From an optimization exercise on the open Yosys and OpenROAD flow, aimed at small area, a short achievable clock period and few clock cycles per item; shortcuts taken in it are not production practice.
At most, simulation tests tie the RTL to the original design; equivalence was not proved.
Power figures rest on the tool's default switching activity, not on a simulated workload.

== west ==
==> module lc4_ooo_core, before the edit <==
module lc4_ooo_core (
   input  logic        gwe,
   input  logic        rst_n,
   output logic [15:0] imem_addr,
   input  logic [15:0] imem_out,
   output logic        commit_valid,
   output logic [15:0] commit_pc,
   output logic [15:0] commit_insn,
   output logic [15:0] commit_value,
   output logic        commit_we,
   output logic [2:0]  commit_reg,
   output logic [2:0]  commit_nzp
);
   logic [15:0] pc_f;
   logic        d_valid;
   logic [15:0] d_insn;
   logic        x_valid, x_we, x_mulph;
   logic [15:0] x_insn, x_a, x_b;
   logic [7:0]  x_one, x_two, x_neg;    
   logic        c_valid, c_we, c_zero;
   logic [15:0] c_pc, c_insn, c_value;
   logic [15:0] rf [8];
   logic [7:0]  rf_ok;
   logic        x_sub, x_and, x_or, x_xor, x_mul;
   logic        stall, x_wr;
   logic [15:0] sum, res, mul_s, mul_c;
   assign stall = x_valid && x_mul && !x_mulph;    
   assign sum   = x_a + (x_b ^ {16{x_sub}}) + {15'd0, x_sub};
   lc4_mul_csa i_mul (.a(x_a), .one(x_one), .two(x_two), .neg(x_neg), .s(mul_s), .c(mul_c));
   always_comb begin
      if (x_and)
         res = x_a & x_b;
      else if (x_or)
         res = x_a | x_b;
      else if (x_xor)
         res = x_a ^ x_b;
      else
         res = sum;
   end
   assign x_wr = x_valid && x_we && !stall;
   logic [3:0]  d_op;
   logic [2:0]  d_rs, d_rt, d_fn;
   logic [15:0] rf_a, rf_b, d_imm, a_next, b_next;
   logic [7:0]  b_one, b_two, b_neg;
   logic        d_arith, d_logic, d_const, d_imm_sel, d_not, byp_a, byp_b, use_a, d_mul;
   assign d_op      = d_insn[15:12];
   assign d_fn      = d_insn[5:3];
   assign d_rs      = d_insn[8:6];
   assign d_rt      = d_insn[2:0];
   assign d_arith   = (d_op == lc4_pkg::OP_ARITH);
   assign d_logic   = (d_op == lc4_pkg::OP_LOGIC);
   assign d_const   = (d_op == lc4_pkg::OP_CONST);
   assign d_not     = d_logic && (d_fn == 3'b001);
   assign d_mul     = d_arith && (d_fn == 3'b001);
   assign d_imm_sel = d_const || d_not || (d_fn[2] && (d_arith || d_logic));
   assign d_imm     = d_const ? {{7{d_insn[8]}}, d_insn[8:0]} :
                      d_not   ? 16'hffff : {{11{d_insn[4]}}, d_insn[4:0]};
   assign use_a     = !d_const;
   always_comb begin
      rf_a = 16'h0000;
      rf_b = 16'h0000;
      for (int i = 0; i < 8; i++) begin
         rf_a = rf_a | (rf[i] & {16{use_a && rf_ok[i] && d_rs == i[2:0]}});
         rf_b = rf_b | (rf[i] & {16{rf_ok[i] && d_rt == i[2:0]}});
      end
   end
   assign byp_a     = use_a && x_wr && (x_insn[11:9] == d_rs);
   assign byp_b     = x_wr && (x_insn[11:9] == d_rt);
   assign a_next    = byp_a ? res : rf_a;
   assign b_next    = d_imm_sel ? d_imm : (byp_b ? res : rf_b);
   lc4_booth i_booth (.b(b_next), .one(b_one), .two(b_two), .neg(b_neg));
   assign imem_addr = pc_f;
   always_ff @(posedge gwe or negedge rst_n) begin
      if (!rst_n) begin
         pc_f    <= lc4_pkg::RESET_PC;
         c_pc    <= lc4_pkg::RESET_PC;
         d_valid <= 1'b0;
         x_valid <= 1'b0;
         x_mulph <= 1'b0;
         c_valid <= 1'b0;
         rf_ok   <= '0;
      end else begin
         if (!(d_valid && d_mul && !stall))
            pc_f <= pc_f + 16'd1;
         if (c_valid)
            c_pc <= c_pc + 16'd1;
         d_valid <= 1'b1;
         if (!stall)
            x_valid <= d_valid;
         x_mulph <= stall;
         c_valid <= x_valid && !stall;
         if (x_wr)
            rf_ok[x_insn[11:9]] <= 1'b1;
      end
   end
   always_ff @(posedge gwe) begin
      d_insn <= imem_out;
      x_one  <= b_one;
      x_two  <= b_two;
      x_neg  <= b_neg;
      if (stall) begin
         x_a <= mul_s;
         x_b <= mul_c;
      end else begin
         x_insn <= d_insn;
         x_we   <= lc4_pkg::insn_writes_rd(d_insn);
         x_sub  <= d_arith && (d_fn == 3'b010);
         x_mul  <= d_mul;
         x_and  <= d_logic && (d_fn == 3'b000 || d_fn[2]);
         x_or   <= d_logic && (d_fn == 3'b010);
         x_xor  <= d_logic && (d_fn == 3'b011 || d_fn == 3'b001);
         x_a    <= a_next;
         x_b    <= b_next;
      end
      c_insn  <= x_insn;
      c_we    <= x_we;
      c_value <= res;
      c_zero  <= (res == 16'h0000);
      if (x_wr)
         rf[x_insn[11:9]] <= res;
   end
   assign commit_valid = c_valid;
   assign commit_pc    = c_pc;
   assign commit_insn  = c_insn;
   assign commit_value = c_value;
   assign commit_we    = c_we;
   assign commit_reg   = c_insn[11:9];
   assign commit_nzp   = {c_value[15], c_zero, !c_value[15] && !c_zero};
endmodule
export LEC_CHECK = 0
export CAP_MARGIN = 20
export CORE_MARGIN = 2
export CORE_UTILIZATION = 40
export CTS_CLUSTER_DIAMETER = 120
export CTS_CLUSTER_SIZE = 22
export SLEW_MARGIN = 20
create_clock -name core_clock -period 9.0 [get_ports {gwe}]
standard.sh (not shown) runs the stock make flow with config.mk's settings and CLKGATE_MAP_FILE= SYNTH_SCRIPT=/design/flow/synth_recipe.tcl, a recipe that flattens the netlist after the stock synthesis.
==> flow/flow/run.sh <==
#!/bin/bash
# Standard layout (the standard.sh), with plain buffers on the ports and a
# tighter setup repair target. Each tool's output goes to a log in this folder.
set -euo pipefail
bash standard.sh BUFFER_PORTS_ARGS="-buffer_cell sky130_fd_sc_hd__buf_1" SETUP_SLACK_MARGIN=5.7 finish > flow_make.log 2>&1
Testbench counts of west, summed over its fixed seeds: cycles 17,590, items 16,000.
Input-level comparison between north and west:
-- flow/design.v --
<<< west, line 447
   logic [15:0] sum, res, mul_s, mul_c;
   assign stall = x_valid && x_mul && !x_mulph;    
   assign sum   = x_a + (x_b ^ {16{x_sub}}) + {15'd0, x_sub};
   lc4_mul_csa i_mul (.a(x_a), .one(x_one), .two(x_two), .neg(x_neg), .s(mul_s), .c(mul_c));
   always_comb begin
>>> north, line 447
   logic [15:0] sum, res, mul_s, mul_c;
   assign stall = x_valid && x_mul && !x_mulph;    
   assign sum   = x_a + x_b + {15'd0, x_sub};
   lc4_mul_csa i_mul (.a(x_a), .one(x_one), .two(x_two), .neg(x_neg), .s(mul_s), .c(mul_c));
   always_comb begin
<<< west, line 462
   logic [3:0]  d_op;
   logic [2:0]  d_rs, d_rt, d_fn;
   logic [15:0] rf_a, rf_b, d_imm, a_next, b_next;
   logic [7:0]  b_one, b_two, b_neg;
   logic        d_arith, d_logic, d_const, d_imm_sel, d_not, byp_a, byp_b, use_a, d_mul;
>>> north, line 462
   logic [3:0]  d_op;
   logic [2:0]  d_rs, d_rt, d_fn;
   logic [15:0] rf_a, rf_b, d_imm, a_next, b_val, b_next;
   logic        d_sub;
   logic [7:0]  b_one, b_two, b_neg;
   logic        d_arith, d_logic, d_const, d_imm_sel, d_not, byp_a, byp_b, use_a, d_mul;
<<< west, line 489
   assign byp_b     = x_wr && (x_insn[11:9] == d_rt);
   assign a_next    = byp_a ? res : rf_a;
   assign b_next    = d_imm_sel ? d_imm : (byp_b ? res : rf_b);
   lc4_booth i_booth (.b(b_next), .one(b_one), .two(b_two), .neg(b_neg));
   assign imem_addr = pc_f;
   always_ff @(posedge gwe or negedge rst_n) begin
>>> north, line 490
   assign byp_b     = x_wr && (x_insn[11:9] == d_rt);
   assign a_next    = byp_a ? res : rf_a;
   assign d_sub     = d_arith && (d_fn == 3'b010);
   assign b_val     = byp_b ? res : rf_b;
   assign b_next    = d_imm_sel ? d_imm : (b_val ^ {16{d_sub}});
   lc4_booth i_booth (.b(b_val), .one(b_one), .two(b_two), .neg(b_neg));
   assign imem_addr = pc_f;
   always_ff @(posedge gwe or negedge rst_n) begin
<<< west, line 526
         x_insn <= d_insn;
         x_we   <= lc4_pkg::insn_writes_rd(d_insn);
         x_sub  <= d_arith && (d_fn == 3'b010);
         x_mul  <= d_mul;
         x_and  <= d_logic && (d_fn == 3'b000 || d_fn[2]);
>>> north, line 529
         x_insn <= d_insn;
         x_we   <= lc4_pkg::insn_writes_rd(d_insn);
         x_sub  <= d_sub;
         x_mul  <= d_mul;
         x_and  <= d_logic && (d_fn == 3'b000 || d_fn[2]);
Final total power went down by a few percent going from west to north. STATUS worst hold-check slack: north wins against west. Required time at the endpoint of the critical path across north and west: no real change. Each of the runs, namely north and west, reached the end of the flow and came out clean. Met2 wire length (north over west): increase, about 1.8%. Setup WNS west -> north: worse. Power share of the sequential group on north is up relative to west. Changes observed in north relative to west: total wirelength of the detailed-routed design decreased 0.66%; average size of a mapped cell essentially unchanged; die area decreased by 1200 µm² relative to the old numbers; final net count shows a reduction of 35; maximum buffer depth of the clock tree held. north: count of clock-buffer cells in the layout about 3.6% below west.
Testbench counts of north, summed over its fixed seeds: cycles 17,590, items 16,000.


run a:
lc4_ooo_core, a different RTL version from the one above (not shown whole).
For scale: about 1600 cells after synthesis, about 90 I/O pins, ~0.017 mm^2 of cells after synthesis.
==> module lc4_ooo_core, before the edit <==
module lc4_ooo_core (
   input  logic        gwe,
   input  logic        rst_n,
   output logic [15:0] imem_addr,
   input  logic [15:0] imem_out,
   output logic        commit_valid,
   output logic [15:0] commit_pc,
   output logic [15:0] commit_insn,
   output logic [15:0] commit_value,
   output logic        commit_we,
   output logic [2:0]  commit_reg,
   output logic [2:0]  commit_nzp
);
   logic [15:0] pc_f;
   logic        d_valid;
   logic [15:0] d_insn;
   logic        x_valid, x_we, x_mulph;
   logic [15:0] x_insn, x_a, x_b;
   logic [7:0]  x_one, x_two, x_neg;    
   logic        c_valid, c_we, c_zero;
   logic [15:0] c_pc, c_insn, c_value;
   logic [15:0] rf [8];
   logic [7:0]  rf_ok;
   logic        x_sub, x_and, x_or, x_xor, x_mul;
   logic        stall, x_wr;
   logic [15:0] sum, res, mul_s, mul_c, mul_t, m3_s, m3_c, mul_sum;
   assign stall = x_valid && x_mul && !x_mulph;    
   assign sum   = x_a + x_b + {15'd0, x_sub};
   lc4_mul_csa i_mul (.a(x_a), .one(x_one), .two(x_two), .neg(x_neg), .s(mul_s), .c(mul_c),
                      .t(mul_t));
   assign m3_s    = x_a ^ x_b ^ c_value;
   assign m3_c    = (x_a & x_b) | (x_a & c_value) | (x_b & c_value);
   assign mul_sum = m3_s + {m3_c[14:0], 1'b0};
   always_comb begin
      if (x_mulph)
         res = mul_sum;
      else if (x_and)
         res = x_a & x_b;
      else if (x_or)
         res = x_a | x_b;
      else if (x_xor)
         res = x_a ^ x_b;
      else
         res = sum;
   end
   assign x_wr = x_valid && x_we && !stall;
   logic [3:0]  d_op;
   logic [2:0]  d_rs, d_rt, d_fn;
   logic [15:0] rf_a, rf_b, d_imm, a_next, b_val, b_next;
   logic        d_sub;
   logic [7:0]  b_one, b_two, b_neg;
   logic        d_arith, d_logic, d_const, d_imm_sel, d_not, byp_a, byp_b, use_a, d_mul;
   assign d_op      = d_insn[15:12];
   assign d_fn      = d_insn[5:3];
   assign d_rs      = d_insn[8:6];
   assign d_rt      = d_insn[2:0];
   assign d_arith   = (d_op == lc4_pkg::OP_ARITH);
   assign d_logic   = (d_op == lc4_pkg::OP_LOGIC);
   assign d_const   = (d_op == lc4_pkg::OP_CONST);
   assign d_not     = d_logic && (d_fn == 3'b001);
   assign d_mul     = d_arith && (d_fn == 3'b001);
   assign d_imm_sel = d_const || d_not || (d_fn[2] && (d_arith || d_logic));
   assign d_imm     = d_const ? {{7{d_insn[8]}}, d_insn[8:0]} :
                      d_not   ? 16'hffff : {{11{d_insn[4]}}, d_insn[4:0]};
   assign use_a     = !d_const;
   always_comb begin
      rf_a = 16'h0000;
      rf_b = 16'h0000;
      for (int i = 0; i < 8; i++) begin
         rf_a = rf_a | (rf[i] & {16{use_a && rf_ok[i] && d_rs == i[2:0]}});
         rf_b = rf_b | (rf[i] & {16{rf_ok[i] && d_rt == i[2:0]}});
      end
   end
   assign byp_a     = use_a && x_wr && (x_insn[11:9] == d_rs);
   assign byp_b     = x_wr && (x_insn[11:9] == d_rt);
   assign a_next    = byp_a ? res : rf_a;
   assign d_sub     = d_arith && (d_fn == 3'b010);
   assign b_val     = byp_b ? res : rf_b;
   assign b_next    = d_imm_sel ? d_imm : (b_val ^ {16{d_sub}});
   lc4_booth i_booth (.b(b_val), .one(b_one), .two(b_two), .neg(b_neg));
   assign imem_addr = pc_f;
   always_ff @(posedge gwe or negedge rst_n) begin
      if (!rst_n) begin
         pc_f    <= lc4_pkg::RESET_PC;
         c_pc    <= lc4_pkg::RESET_PC;
         d_valid <= 1'b0;
         x_valid <= 1'b0;
         x_mulph <= 1'b0;
         c_valid <= 1'b0;
         rf_ok   <= '0;
      end else begin
         if (!(d_valid && d_mul && !stall))
            pc_f <= pc_f + 16'd1;
         if (c_valid)
            c_pc <= c_pc + 16'd1;
         d_valid <= 1'b1;
         if (!stall)
            x_valid <= d_valid;
         x_mulph <= stall;
         c_valid <= x_valid && !stall;
         if (x_wr)
            rf_ok[x_insn[11:9]] <= 1'b1;
      end
   end
   always_ff @(posedge gwe) begin
      d_insn <= imem_out;
      x_one  <= b_one;
      x_two  <= b_two;
      x_neg  <= b_neg;
      if (stall) begin
         x_a <= mul_s;
         x_b <= mul_c;
      end else begin
         x_insn <= d_insn;
         x_we   <= lc4_pkg::insn_writes_rd(d_insn);
         x_sub  <= d_sub;
         x_mul  <= d_mul;
         x_and  <= d_logic && (d_fn == 3'b000 || d_fn[2]);
         x_or   <= d_logic && (d_fn == 3'b010);
         x_xor  <= d_logic && (d_fn == 3'b011 || d_fn == 3'b001);
         x_a    <= a_next;
         x_b    <= b_next;
      end
      c_insn  <= x_insn;
      c_we    <= x_we;
      c_value <= stall ? mul_t : res;
      c_zero  <= (res == 16'h0000);
      if (x_wr)
         rf[x_insn[11:9]] <= res;
   end
   assign commit_valid = c_valid;
   assign commit_pc    = c_pc;
   assign commit_insn  = c_insn;
   assign commit_value = c_value;
   assign commit_we    = c_we;
   assign commit_reg   = c_insn[11:9];
   assign commit_nzp   = {c_value[15], c_zero, !c_value[15] && !c_zero};
endmodule
export LEC_CHECK = 0
export CAP_MARGIN = 20
export CORE_MARGIN = 2
export CORE_UTILIZATION = 40
export CTS_CLUSTER_DIAMETER = 120
export CTS_CLUSTER_SIZE = 22
export SLEW_MARGIN = 20
create_clock -name core_clock -period 9.0 [get_ports {gwe}]
==> flow/flow/run.sh <==
#!/bin/bash
# Standard layout (the standard.sh), with plain buffers on the ports and a
# tighter setup repair target. Each tool's output goes to a log in this folder.
set -euo pipefail
bash standard.sh BUFFER_PORTS_ARGS="-buffer_cell sky130_fd_sc_hd__buf_1" SETUP_SLACK_MARGIN=6 finish > flow_make.log 2>&1
Edits applied to the flow inputs when going from run a to run b:
-- flow/design.v --
<<< run a, line 417
   logic [15:0] c_pc, c_insn, c_value;
   logic [15:0] rf [8];
   logic [7:0]  rf_ok;
   logic        x_sub, x_and, x_or, x_xor, x_mul;
   logic        stall, x_wr;
   logic [15:0] sum, res, mul_s, mul_c, mul_t, m3_s, m3_c, mul_sum;
   assign stall = x_valid && x_mul && !x_mulph;    
   assign sum   = x_a + x_b + {15'd0, x_sub};
   lc4_mul_csa i_mul (.a(x_a), .one(x_one), .two(x_two), .neg(x_neg), .s(mul_s), .c(mul_c),
                      .t(mul_t));
>>> run b, line 417
   logic [15:0] c_pc, c_insn, c_value;
   logic [15:0] rf [8];
   logic        x_sub, x_and, x_or, x_xor, x_mul;
   logic        stall, x_wr;
   logic [15:0] sum, res, mul_s, mul_c, mul_t, m3_s, m3_c, mul_sum;
   assign stall = x_valid && x_mul && !x_mulph;    
   assign sum   = x_a + (x_b ^ {16{x_sub}}) + {15'd0, x_sub};
   lc4_mul_csa i_mul (.a(x_a), .one(x_one), .two(x_two), .neg(x_neg), .s(mul_s), .c(mul_c),
                      .t(mul_t));
<<< run a, line 443
   logic [3:0]  d_op;
   logic [2:0]  d_rs, d_rt, d_fn;
   logic [15:0] rf_a, rf_b, d_imm, a_next, b_val, b_next;
   logic        d_sub;
   logic [7:0]  b_one, b_two, b_neg;
   logic        d_arith, d_logic, d_const, d_imm_sel, d_not, byp_a, byp_b, use_a, d_mul;
   assign d_op      = d_insn[15:12];
   assign d_fn      = d_insn[5:3];
>>> run b, line 442
   logic [3:0]  d_op;
   logic [2:0]  d_rs, d_rt, d_fn;
   logic [15:0] rf_a, rf_b, d_imm, a_next, b_next;
   logic [7:0]  b_one, b_two, b_neg;
   logic        d_arith, d_logic, d_const, d_imm_sel, d_not, byp_a, byp_b, use_a, d_mul;
   logic        d_we, dstall, move, f_mul, f_wait, pc_inc;
   assign d_op      = d_insn[15:12];
   assign d_fn      = d_insn[5:3];
<<< run a, line 464
      rf_b = 16'h0000;
      for (int i = 0; i < 8; i++) begin
         rf_a = rf_a | (rf[i] & {16{use_a && rf_ok[i] && d_rs == i[2:0]}});
         rf_b = rf_b | (rf[i] & {16{rf_ok[i] && d_rt == i[2:0]}});
      end
   end
>>> run b, line 463
      rf_b = 16'h0000;
      for (int i = 0; i < 8; i++) begin
         rf_a = rf_a | (rf[i] & {16{use_a && d_rs == i[2:0]}});
         rf_b = rf_b | (rf[i] & {16{d_rt == i[2:0]}});
      end
   end
<<< run a, line 471
   assign byp_b     = x_wr && (x_insn[11:9] == d_rt);
   assign a_next    = byp_a ? res : rf_a;
   assign d_sub     = d_arith && (d_fn == 3'b010);
   assign b_val     = byp_b ? res : rf_b;
   assign b_next    = d_imm_sel ? d_imm : (b_val ^ {16{d_sub}});
   lc4_booth i_booth (.b(b_val), .one(b_one), .two(b_two), .neg(b_neg));
   assign imem_addr = pc_f;
   always_ff @(posedge gwe or negedge rst_n) begin
      if (!rst_n) begin
>>> run b, line 470
   assign byp_b     = x_wr && (x_insn[11:9] == d_rt);
   assign a_next    = byp_a ? res : rf_a;
   assign b_next    = d_imm_sel ? d_imm : (byp_b ? res : rf_b);
   assign d_we      = lc4_pkg::insn_writes_rd(d_insn);
   lc4_booth i_booth (.b(rf_b), .one(b_one), .two(b_two), .neg(b_neg));
   assign dstall = d_valid && d_mul && byp_b;
   assign move   = !stall && !dstall;             
   assign imem_addr = pc_f;
   assign f_mul     = (imem_out[15:12] == lc4_pkg::OP_ARITH) && (imem_out[5:3] == 3'b001);
   assign f_wait    = f_mul && d_valid && d_we && (imem_out[2:0] == d_insn[11:9]);
   assign pc_inc    = move  ? !(d_valid && d_mul) && !f_wait :
                      stall ? !(d_valid && d_mul && d_rt == x_insn[11:9]) : 1'b1;
   always_ff @(posedge gwe or negedge rst_n) begin
      if (!rst_n) begin
<<< run a, line 484
         x_mulph <= 1'b0;
         c_valid <= 1'b0;
         rf_ok   <= '0;
      end else begin
         if (!(d_valid && d_mul && !stall))
            pc_f <= pc_f + 16'd1;
         if (c_valid)
>>> run b, line 488
         x_mulph <= 1'b0;
         c_valid <= 1'b0;
      end else begin
         if (pc_inc)
            pc_f <= pc_f + 16'd1;
         if (c_valid)
<<< run a, line 492
         d_valid <= 1'b1;
         if (!stall)
            x_valid <= d_valid;
         x_mulph <= stall;
         c_valid <= x_valid && !stall;
         if (x_wr)
            rf_ok[x_insn[11:9]] <= 1'b1;
      end
   end
>>> run b, line 495
         d_valid <= 1'b1;
         if (!stall)
            x_valid <= d_valid && !dstall;
         x_mulph <= stall;
         c_valid <= x_valid && !stall;
      end
   end
<<< run a, line 509
      end else begin
         x_insn <= d_insn;
         x_we   <= lc4_pkg::insn_writes_rd(d_insn);
         x_sub  <= d_sub;
         x_mul  <= d_mul;
         x_and  <= d_logic && (d_fn == 3'b000 || d_fn[2]);
>>> run b, line 510
      end else begin
         x_insn <= d_insn;
         x_we   <= d_we;
         x_sub  <= d_arith && (d_fn == 3'b010);
         x_mul  <= d_mul;
         x_and  <= d_logic && (d_fn == 3'b000 || d_fn[2]);
<<< run a, line 522
      c_value <= stall ? mul_t : res;
      c_zero  <= (res == 16'h0000);
      if (x_wr)
         rf[x_insn[11:9]] <= res;
   end
   assign commit_valid = c_valid;
>>> run b, line 523
      c_value <= stall ? mul_t : res;
      c_zero  <= (res == 16'h0000);
      for (int i = 0; i < 8; i++)
         if (!rst_n || (x_wr && x_insn[11:9] == i[2:0]))
            rf[i] <= res & {16{rst_n}};
   end
   assign commit_valid = c_valid;
Findings:
Comparing run b and run a, the higher final cell count was measured on run a.
Comparing run b and run a, the lower cell count along the critical path is on run b.
Delta (run b minus run a): post-cts repair resize count decreased by about 30% relative to the old numbers; die area closely matched the old numbers; cell count after placement decreased by 1.1% relative to the old numbers; data required time of the critical path increased by 0.04 ns relative to the old numbers; utilization decreased by 0.98 points relative to the old numbers.
| multi-input logic portion of the cell area | run b vs run a | 2.0 points higher |
Run b has setup slack below what run a had.
Route | run b vs run a | wire shorter in run b
Summary — first-iteration DRC count, run b relative to run a: higher, by 16.
Higher flip-flop and latch area was reported by run a, not run b.
No run of this note included a check of the RTL's function; only the layout flow was run.

==> separate check: timing with driven ports <==
How much do the figures lean on ideal ports? The routed layouts below were timed once more, with nothing changed but the port constraints.
Step 1: set_driving_cell puts a clkbuf_16 on gwe and a buf_2 on each other input, an assumption about the parent block.
Step 2 moves the port delays by t, midway between the first and last clock arrival at a register: inputs arrive t later, outputs are due t later. That takes back most of the time a late clock gives input paths.
Slacks: no drivers / after step 1 / after step 2; pairs: no drivers / after step 1.
run	t (ns)	setup WS [ns]	hold slack, ns	worst setup path at the end	worst data-port slew with drivers (ns)
west	0.572	5.717 / 5.717 / 5.717	0.345 / 0.345 / 0.345	register to register	0.05
north	0.572	5.695 / 5.695 / 5.695	0.349 / 0.349 / 0.349	register to register	0.05
run a	0.563	5.537 / 5.537 / 5.537	0.347 / 0.347 / 0.347	register to register	0.05
run b	0.566	5.509 / 5.509 / 5.454	0.330 / 0.330 / 0.330	input to register	0.05
After both steps setup and hold are still met in every run listed. The setup slack of run b, which loses most, moves by 0.000 ns with the drivers and by -0.055 ns with both steps.
